Context: an optimization exercise on an open-source flow, tuned for small area. The choices shown serve that exercise and are no tape-out recipe. The RTL was checked by simulation tests, not by an equivalence proof against the original design. Power figures rest on the tool's default switching activity, not on a simulated workload.

## ni_rx_top
module ni_rx_top
#(
  parameter logic [XWidth-1:0] router_x_id = '0,   
  parameter logic [YWidth-1:0] router_y_id = '0    
) (
  input  logic        clk_axi,        
  input  logic        arst_axi,       
  input  logic        flit_valid_i,   
  input  logic [1:0]  flit_vc_i,      
  input  logic [1:0]  flit_type_i,    
  input  logic [31:0] flit_data_i,    
  output logic        flit_ready_o,   
  input  logic        csr_valid_i,    
  input  logic        csr_wr_i,       
  input  logic [15:0] csr_addr_i,     
  input  logic [31:0] csr_wdata_i,    
  output logic [31:0] csr_rdata_o,    
  output logic        csr_err_o,      
  output logic [3:0]  irq_vcs_o,      
  output logic        irq_trig_o      
);
Size in the first run: roughly 41000 sq um of cells after synthesis.
Settings: LEC_CHECK=0, CAP_MARGIN=20, CORE_MARGIN=2, CORE_UTILIZATION=70, CTS_BUF_LIST=sky130_fd_sc_hd__clkbuf_8, CTS_CLUSTER_DIAMETER=50, CTS_CLUSTER_SIZE=16, SLEW_MARGIN=20, SYNTH_HIERARCHICAL=1, SYNTH_MINIMUM_KEEP_SIZE=0; clock period 5.0 ns.
run.sh (not shown) runs the stock make flow with config.mk's settings and CLKGATE_MAP_FILE= SYNTH_SCRIPT=/design/flow/synth_recipe.tcl, a recipe that flattens the netlist after the stock synthesis.
The starting point went through all stages and came out clean.
==> next run, changes <==
==> flow/flow/run.sh (new file) <==
#!/bin/bash
# Layout flow: the standard ORFS flow (standard.sh, unchanged synthesis)
# with two changes to how the layout is built:
#  - the port buffers are the library's smallest buffer (buf_1) instead of
#    the delay buffer that buffer_ports picks by default; every input and
#    output still gets its buffer;
#  - clock tree synthesis is run without dummy loads, with the same buffer
#    and clustering settings as config.mk gives.
# Each tool's output goes to the ORFS logs under orfs/logs; the make output
# as a whole is kept in standard.log in this folder.
set -euo pipefail
export BUFFER_PORTS_ARGS="-buffer_cell sky130_fd_sc_hd__buf_1"
export CTS_ARGS="-sink_clustering_enable -repair_clock_nets -dont_use_dummy_load -sink_clustering_size 16 -sink_clustering_max_diameter 50 -buf_list sky130_fd_sc_hd__clkbuf_8"
bash standard.sh finish > standard.log 2>&1
==> flow/standard.sh (new file) <==
#!/bin/bash
# synth_recipe.tcl (not shown) runs the flow's synth.tcl, then flattens the netlist and writes it again
# the make line also repeats each setting of config.mk as NAME=value (left out here)
make -C /OpenROAD-flow-scripts/flow DESIGN_CONFIG=/design/flow/config.mk WORK_HOME=/design/flow/orfs CLKGATE_MAP_FILE= SYNTH_SCRIPT=/design/flow/synth_recipe.tcl "${@:-finish}"
removed: flow/run.sh
After rerunning: The changed run produced a clean layout; final area went down by 3.0%; worst setup slack improved by 0.45 ns; synthesized cell count does not change; count of clock-buffer cells in the layout went down by 8; routed wire length falls by 1.5%; area after synthesis is unchanged; clock power is lower by 15%; power shrinks by 4.9%.

---

## run A
The RTL this note starts from:
==> flow/design.v <==
package ni_pkg;
  localparam int NumVirtChn    = 4;    
  localparam int BufDepth      = 8;    
  localparam int FlitDataWidth = 32;   
  localparam int XWidth        = 4;    
  localparam int YWidth        = 4;    
  localparam logic [31:0] RxVersionLabel = 32'h0052_5831;   
endpackage
module ni_aoi222 (
  input  logic [2:0] s,
  input  logic [2:0] d,
  output logic       y
);
  assign y = ~(|(s & d));
endmodule
module ni_nand4 (
  input  logic [3:0] a,
  output logic       y
);
  assign y = ~(&a);
endmodule
module ni_nand3 (
  input  logic [2:0] a,
  output logic       y
);
  assign y = ~(&a);
endmodule
module ni_pop_bit (
  input  logic [32:0] s,
  input  logic [32:0] d,
  output logic [2:0]  y    
);
  logic [10:0] t;
  for (genvar i = 0; i < 11; i++) begin : g_aoi
    ni_aoi222 u_aoi (.s(s[3*i +: 3]), .d(d[3*i +: 3]), .y(t[i]));
  end
  ni_nand4 u_n0 (.a(t[3:0]),  .y(y[0]));
  ni_nand4 u_n1 (.a(t[7:4]),  .y(y[1]));
  ni_nand3 u_n2 (.a(t[10:8]), .y(y[2]));
endmodule
module ni_ao22 #(parameter int W = 1) (
  input  logic         l,
  input  logic         h,
  input  logic [W-1:0] d,
  input  logic [W-1:0] q,
  output logic [W-1:0] y
);
  assign y = ({W{l}} & d) | ({W{h}} & q);
endmodule
import ni_pkg::*;
module ni_rx_top
#(
  parameter logic [XWidth-1:0] router_x_id = '0,   
  parameter logic [YWidth-1:0] router_y_id = '0    
) (
  input  logic        clk_axi,        
  input  logic        arst_axi,       
  input  logic        flit_valid_i,   
  input  logic [1:0]  flit_vc_i,      
  input  logic [1:0]  flit_type_i,    
  input  logic [31:0] flit_data_i,    
  output logic        flit_ready_o,   
  input  logic        csr_valid_i,    
  input  logic        csr_wr_i,       
  input  logic [15:0] csr_addr_i,     
  input  logic [31:0] csr_wdata_i,    
  output logic [31:0] csr_rdata_o,    
  output logic        csr_err_o,      
  output logic [3:0]  irq_vcs_o,      
  output logic        irq_trig_o      
);
  logic [3:0][7:0][32:0] mem, mem_nxt;
  logic [3:0][3:0]       cnt;         
  logic [3:0][7:0]       pkt;         
  logic [3:0][7:0]       pkt_nxt;
  logic [3:0]            pkt_ld, pkt_hd;
  logic [3:0][7:0]       sel;         
  logic [3:0][3:0]       cnt_up, cnt_dn;
  logic [3:0]            hold, push, pop_req, full, empty, head_old, ge_mask;
  logic                  head_in;
  logic              rd_req, wr_req, a_ok, rd_hit, err_ff, wr_err;
  logic              s_ver, s_x, s_y, s_irq, s_mode, s_mask, s_full;
  logic [3:0]        s_pkt;
  logic [4:0]        widx;            
  logic [31:0]       rdata_ff, rdata_nxt;
  logic [2:0]        mode_ff;
  logic [31:0]       mask_n_ff;       
  logic [31:0]       mask;
  logic              mask_hi_zero;
  assign head_in = ~(flit_type_i[0] ^ flit_type_i[1]);   
  for (genvar c = 0; c < 4; c++) begin : g_vc
    assign full[c]  = cnt[c][3];
    assign empty[c] = ~(cnt[c][3] | cnt[c][2] | cnt[c][1] | cnt[c][0]);
    assign push[c]  = flit_valid_i & (flit_vc_i == 2'(c)) & ~full[c];
    for (genvar k = 0; k < 7; k++) begin : g_sel
      assign sel[c][k] = (cnt[c][2:0] == 3'(k + 1));
    end
    assign sel[c][7] = cnt[c][3];
    assign hold[c] = ~push[c];
    for (genvar k = 0; k < 8; k++) begin : g_ent
      if (k == 0) begin : g_in
        for (genvar b = 0; b < 33; b++) begin : g_b
          ni_ao22 u_ld (.l(push[c]), .h(hold[c]), .d(b == 32 ? head_in : flit_data_i[b % 32]),
                        .q(mem[c][0][b]), .y(mem_nxt[c][0][b]));
        end
      end else begin : g_sh
        for (genvar b = 0; b < 33; b++) begin : g_b
          ni_ao22 u_ld (.l(push[c]), .h(hold[c]), .d(mem[c][k-1][b]),
                        .q(mem[c][k][b]), .y(mem_nxt[c][k][b]));
        end
      end
    end
    always_ff @(posedge clk_axi) mem[c] <= mem_nxt[c];
    assign pkt_ld[c] = push[c] & head_in;
    assign pkt_hd[c] = ~pkt_ld[c];
    for (genvar b = 0; b < 8; b++) begin : g_pb
      ni_ao22 u_pk (.l(pkt_ld[c]), .h(pkt_hd[c]), .d(flit_data_i[b]), .q(pkt[c][b]),
                    .y(pkt_nxt[c][b]));
    end
    for (genvar b = 0; b < 4; b++) begin : g_cnt
      if (b == 0) begin : g_b0
        assign cnt_up[c][0] = ~cnt[c][0];
        assign cnt_dn[c][0] = ~cnt[c][0];
      end else begin : g_bn
        assign cnt_up[c][b] = cnt[c][b] ^ (&cnt[c][b-1:0]);
        assign cnt_dn[c][b] = cnt[c][b] ^ ~(|cnt[c][b-1:0]);
      end
    end
    always_ff @(posedge clk_axi or posedge arst_axi) begin
      if (arst_axi) begin
        cnt[c] <= '0;
        pkt[c] <= '0;
      end else begin
        if (push[c] & ~(pop_req[c] & ~empty[c])) cnt[c] <= cnt_up[c];
        if (~push[c] & pop_req[c] & ~empty[c])   cnt[c] <= cnt_dn[c];
        pkt[c] <= pkt_nxt[c];
      end
    end
    always_comb begin
      head_old[c] = 1'b0;
      for (int k = 0; k < 8; k++) head_old[c] |= sel[c][k] & mem[c][k][32];
    end
    assign ge_mask[c] =
      (cnt[c][3] & ~mask[3]) | (~(cnt[c][3] ^ mask[3]) &
      ((cnt[c][2] & ~mask[2]) | (~(cnt[c][2] ^ mask[2]) &
      ((cnt[c][1] & ~mask[1]) | (~(cnt[c][1] ^ mask[1]) &
      (cnt[c][0] | ~mask[0]))))));
  end
  assign flit_ready_o = ~full[flit_vc_i];
  assign rd_req = csr_valid_i & ~csr_wr_i;
  assign wr_req = csr_valid_i & csr_wr_i;
  assign a_ok   = ~(|csr_addr_i[15:7]) & ~(|csr_addr_i[1:0]);
  assign widx   = csr_addr_i[6:2];
  assign mask   = ~mask_n_ff;
  assign s_ver  = rd_req & a_ok & (widx == 5'd0);
  assign s_x    = rd_req & a_ok & (widx == 5'd1);
  assign s_y    = rd_req & a_ok & (widx == 5'd2);
  assign s_irq  = rd_req & a_ok & (widx == 5'd3);
  assign s_mode = rd_req & a_ok & (widx == 5'd4);
  assign s_mask = rd_req & a_ok & (widx == 5'd5);
  assign s_full = rd_req & a_ok & (widx == 5'd6);
  for (genvar c = 0; c < 4; c++) begin : g_dec
    assign s_pkt[c]   = rd_req & a_ok & (widx == 5'(8 + c));
    assign pop_req[c] = rd_req & a_ok & (widx == 5'(16 + c));
  end
  assign rd_hit = s_ver | s_x | s_y | s_irq | s_mode | s_mask | s_full | (|s_pkt) |
                  (|(pop_req & ~empty));
  logic [32:0]       psel;
  logic [31:0][32:0] pdat;      
  logic [31:0][2:0]  ppart;
  logic [31:0]       reg_val;
  for (genvar c = 0; c < 4; c++) begin : g_ps
    for (genvar k = 0; k < 8; k++) begin : g_pk
      assign psel[c*8+k] = pop_req[c] & sel[c][k];
    end
  end
  assign psel[32] = ~rd_hit;
  for (genvar b = 0; b < 32; b++) begin : g_rb
    for (genvar c = 0; c < 4; c++) begin : g_pc
      for (genvar k = 0; k < 8; k++) begin : g_pk
        assign pdat[b][c*8+k] = mem[c][k][b];
      end
    end
    assign pdat[b][32] = rdata_ff[b];
    ni_pop_bit u_pop (.s(psel), .d(pdat[b]), .y(ppart[b]));
    assign rdata_nxt[b] = (|ppart[b]) | reg_val[b];
  end
  always_comb begin
    reg_val = '0;
    reg_val |= {32{s_ver}}  & RxVersionLabel;
    reg_val |= {32{s_x}}    & 32'(router_x_id);
    reg_val |= {32{s_y}}    & 32'(router_y_id);
    reg_val |= {32{s_irq}}  & 32'(irq_vcs_o);
    reg_val |= {32{s_mode}} & 32'(mode_ff);
    reg_val |= {32{s_mask}} & mask;
    reg_val |= {32{s_full}} & 32'(full);
    for (int c = 0; c < 4; c++) reg_val |= {32{s_pkt[c]}} & 32'(pkt[c]);
  end
  assign wr_err = wr_req & ~((csr_addr_i == 16'h0010) | (csr_addr_i == 16'h0014));
  always_ff @(posedge clk_axi or posedge arst_axi) begin
    if (arst_axi) begin
      err_ff    <= 1'b0;
      rdata_ff  <= '0;
      mode_ff   <= '0;
      mask_n_ff <= '0;
    end else begin
      if (rd_req) err_ff <= ~rd_hit;
      rdata_ff <= rdata_nxt;
      if (wr_req && csr_addr_i == 16'h0010) mode_ff   <= csr_wdata_i[2:0];
      if (wr_req && csr_addr_i == 16'h0014) mask_n_ff <= ~csr_wdata_i;
    end
  end
  assign csr_rdata_o = rdata_ff;
  assign csr_err_o   = err_ff | wr_err;
  assign mask_hi_zero = ~(|mask[31:4]);
  always_comb begin
    for (int c = 0; c < 4; c++) begin
      case (mode_ff)
        3'd1:    irq_vcs_o[c] = ~empty[c] & mask[0];
        3'd2:    irq_vcs_o[c] = full[c] & mask[0];
        3'd3:    irq_vcs_o[c] = mask_hi_zero & ge_mask[c];
        3'd4:    irq_vcs_o[c] = head_old[c];
        default: irq_vcs_o[c] = ~empty[c];
      endcase
    end
  end
  assign irq_trig_o = |irq_vcs_o;
endmodule
export LEC_CHECK = 0
export CAP_MARGIN = 20
export CORE_MARGIN = 2
export CORE_UTILIZATION = 70
export CTS_BUF_LIST = sky130_fd_sc_hd__clkbuf_8
export CTS_CLUSTER_DIAMETER = 50
export CTS_CLUSTER_SIZE = 16
export GPL_TIMING_DRIVEN = 0
export SLEW_MARGIN = 20
export SYNTH_HIERARCHICAL = 1
export SYNTH_MINIMUM_KEEP_SIZE = 0
create_clock -name core_clock -period 5.0 [get_ports {clk_axi}]
standard.sh (not shown) runs the stock make flow with config.mk's settings and CLKGATE_MAP_FILE= SYNTH_SCRIPT=/design/flow/synth_recipe.tcl, a recipe that flattens the netlist after the stock synthesis.
==> flow/flow/run.sh <==
#!/bin/bash
# Layout flow: the standard ORFS flow (standard.sh, unchanged synthesis)
# with two changes to how the layout is built:
#  - the port buffers are the library's smallest buffer (buf_1) instead of
#    the delay buffer that buffer_ports picks by default; every input and
#    output still gets its buffer;
#  - clock tree synthesis is run without dummy loads, with the same buffer
#    and clustering settings as config.mk gives.
# Each tool's output goes to the ORFS logs under orfs/logs; the make output
# as a whole is kept in standard.log in this folder.
set -euo pipefail
export BUFFER_PORTS_ARGS="-buffer_cell sky130_fd_sc_hd__buf_1"
export CTS_ARGS="-sink_clustering_enable -repair_clock_nets -dont_use_dummy_load -sink_clustering_size 16 -sink_clustering_max_diameter 50 -buf_list sky130_fd_sc_hd__clkbuf_8"
bash standard.sh finish > standard.log 2>&1
Run A: all stages complete, timing, DRC and antenna checks passed
The following lists how run B was set up differently from run A:
- a deleted GPL_TIMING_DRIVEN that had been 0
- a change of CORE_UTILIZATION from 70 to 50
--- outcome ---
- After detailed routing, run A needs less wire than run B.
- Sequential share of layout area came out higher on run B than on run A.
- Looking at clock distribution power, run B sits 11% above run A.
- Power after layout deteriorates in run B relative to run A.
- Between run B and run A, detailed-route via count is lower for run B, run A comes in above that.
- Re die area: run B is 0.024 sq mm up on run A.
- Per the comparison of run B with run A, signed area change from the synthesized netlist to the final layout dropped 1.1 points, final critical-path setup slack climbed 0.57 ns, number of cells in the design after placement climbed 225, achievable frequency climbed 13%, clock-pin slew of the registers on the worst-case setup and hold paths barely changed.
Modified inputs, run C compared to run B
- CTS_CLUSTER_DIAMETER now 55, was 50
- CTS_BUF_LIST now sky130_fd_sc_hd__clkbuf_16, was sky130_fd_sc_hd__clkbuf_8
- CORE_UTILIZATION now 80, was 50
- CTS_CLUSTER_SIZE now 28, was 16
--- a/flow/flow/run.sh
+++ b/flow/flow/run.sh
@@ -11,4 +11,4 @@
 set -euo pipefail
 export BUFFER_PORTS_ARGS="-buffer_cell sky130_fd_sc_hd__buf_1"
-export CTS_ARGS="-sink_clustering_enable -repair_clock_nets -dont_use_dummy_load -sink_clustering_size 16 -sink_clustering_max_diameter 50 -buf_list sky130_fd_sc_hd__clkbuf_8"
+export CTS_ARGS="-sink_clustering_enable -repair_clock_nets -dont_use_dummy_load -sink_clustering_size 28 -sink_clustering_max_diameter 55 -buf_list sky130_fd_sc_hd__clkbuf_16"
 bash standard.sh finish > standard.log 2>&1
Results
Clock group share of total power in run C is 1.3 points below run B. Run C ran to completion and came out clean on the timing, design-rule and antenna checks. Compared with run B, in run C non-clock buffer count down 5, switching fraction of total power rose 0.29 points.
--- input diff run C..run D ---
- CORE_UTILIZATION: 80 -> 70
- CTS_CLUSTER_SIZE: 28 -> 16
- CTS_BUF_LIST: sky130_fd_sc_hd__clkbuf_16 -> sky130_fd_sc_hd__clkbuf_8
- CTS_CLUSTER_DIAMETER: 55 -> 50
--- a/flow/flow/run.sh
+++ b/flow/flow/run.sh
@@ -11,4 +11,4 @@
 set -euo pipefail
 export BUFFER_PORTS_ARGS="-buffer_cell sky130_fd_sc_hd__buf_1"
-export CTS_ARGS="-sink_clustering_enable -repair_clock_nets -dont_use_dummy_load -sink_clustering_size 28 -sink_clustering_max_diameter 55 -buf_list sky130_fd_sc_hd__clkbuf_16"
+export CTS_ARGS="-sink_clustering_enable -repair_clock_nets -dont_use_dummy_load -sink_clustering_size 16 -sink_clustering_max_diameter 50 -buf_list sky130_fd_sc_hd__clkbuf_8"
 bash standard.sh finish > standard.log 2>&1
Findings:
Run D: PASS, flow complete, no timing, DRC or antenna violations
Side by side, power turned out lower in run D than in run C.
Summary of run D over run C: number of ordinary and repair buffers in the finished layout increased by 3 relative to the old numbers; final area now larger.
Re clock period minus final worst setup slack: run C and run D aren't equal, and the lower value belongs to run D.
Comparing run C and run D, the higher met2 routed wirelength was measured on run C.
> inputs changed (run D -> run E)
- CORE_UTILIZATION: 70 -> 80
### Flow results
Run E — setup slack of the critical path after layout 0.12 ns lower, run D as reference
Clock power on run E is ahead of run D.
Re wire length after detailed routing: run D was lower than run E.
Looking at tap cell count, run E sits 93 below run D.
Standard-cell row count delta for run E relative to run D: about 7% lower
Floorplan die width down 6.4% in run E wrt run D
The lower total power density per cell area came out of run D.
On cell area after layout, the higher figure sits with run D, not run E.
Run D vs run E, worst hold-check path type: in -> reg vs in -> async
I/O pin total came out exactly the same in run D and run E.
[run E vs run D] weighted congestion at the end of routability-driven global placement: higher in run E

[re-timing with driven ports]
The results above use ideal ports. As a check the final layouts listed here were re-extracted and re-timed, cells and wires unchanged. Step 1 sets driving cells, clkbuf_16 on the clock port and buf_2 on the other inputs (assumed; they add their load-dependent delay and slew). Step 2 adds t to the input delays and takes it off the output delays; t is the mean of the earliest and latest rising clock arrival at the registers after step 1. Input paths then give back, and output paths get back, about the clock's delay inside the block. Slacks: no drivers / after step 1 / after step 2; pairs: no drivers / after step 1.
run	shift t [ns]	setup slack, ns	hold WS [ns]	worst setup path after step 2	pins driven straight from the clock port
the first run of note 1	0.782	0.186 / 0.121 / 0.265	0.482 / 0.482 / 0.482	input to register	1
the second run of note 1	0.746	0.638 / 0.578 / 0.647	0.436 / 0.396 / 0.478	input to register	1
run A	0.760	0.016 / -0.047 / -0.092	0.297 / 0.254 / 0.472	input to register	1
run B	0.787	0.582 / 0.519 / 0.624	0.305 / 0.260 / 0.460	input to register	1
run C	0.701	0.449 / 0.385 / 0.326	0.480 / 0.458 / 0.480	input to register	1
run D	0.767	0.539 / 0.473 / 0.402	0.428 / 0.390 / 0.446	input to register	1
run E	0.754	0.419 / 0.355 / 0.372	0.405 / 0.375 / 0.472	input to register	1
With both steps, setup timing fails in run A, where it was met with ideal ports. The setup slack of run D, which loses most, moves by -0.066 ns with the drivers and by -0.137 ns with both steps.
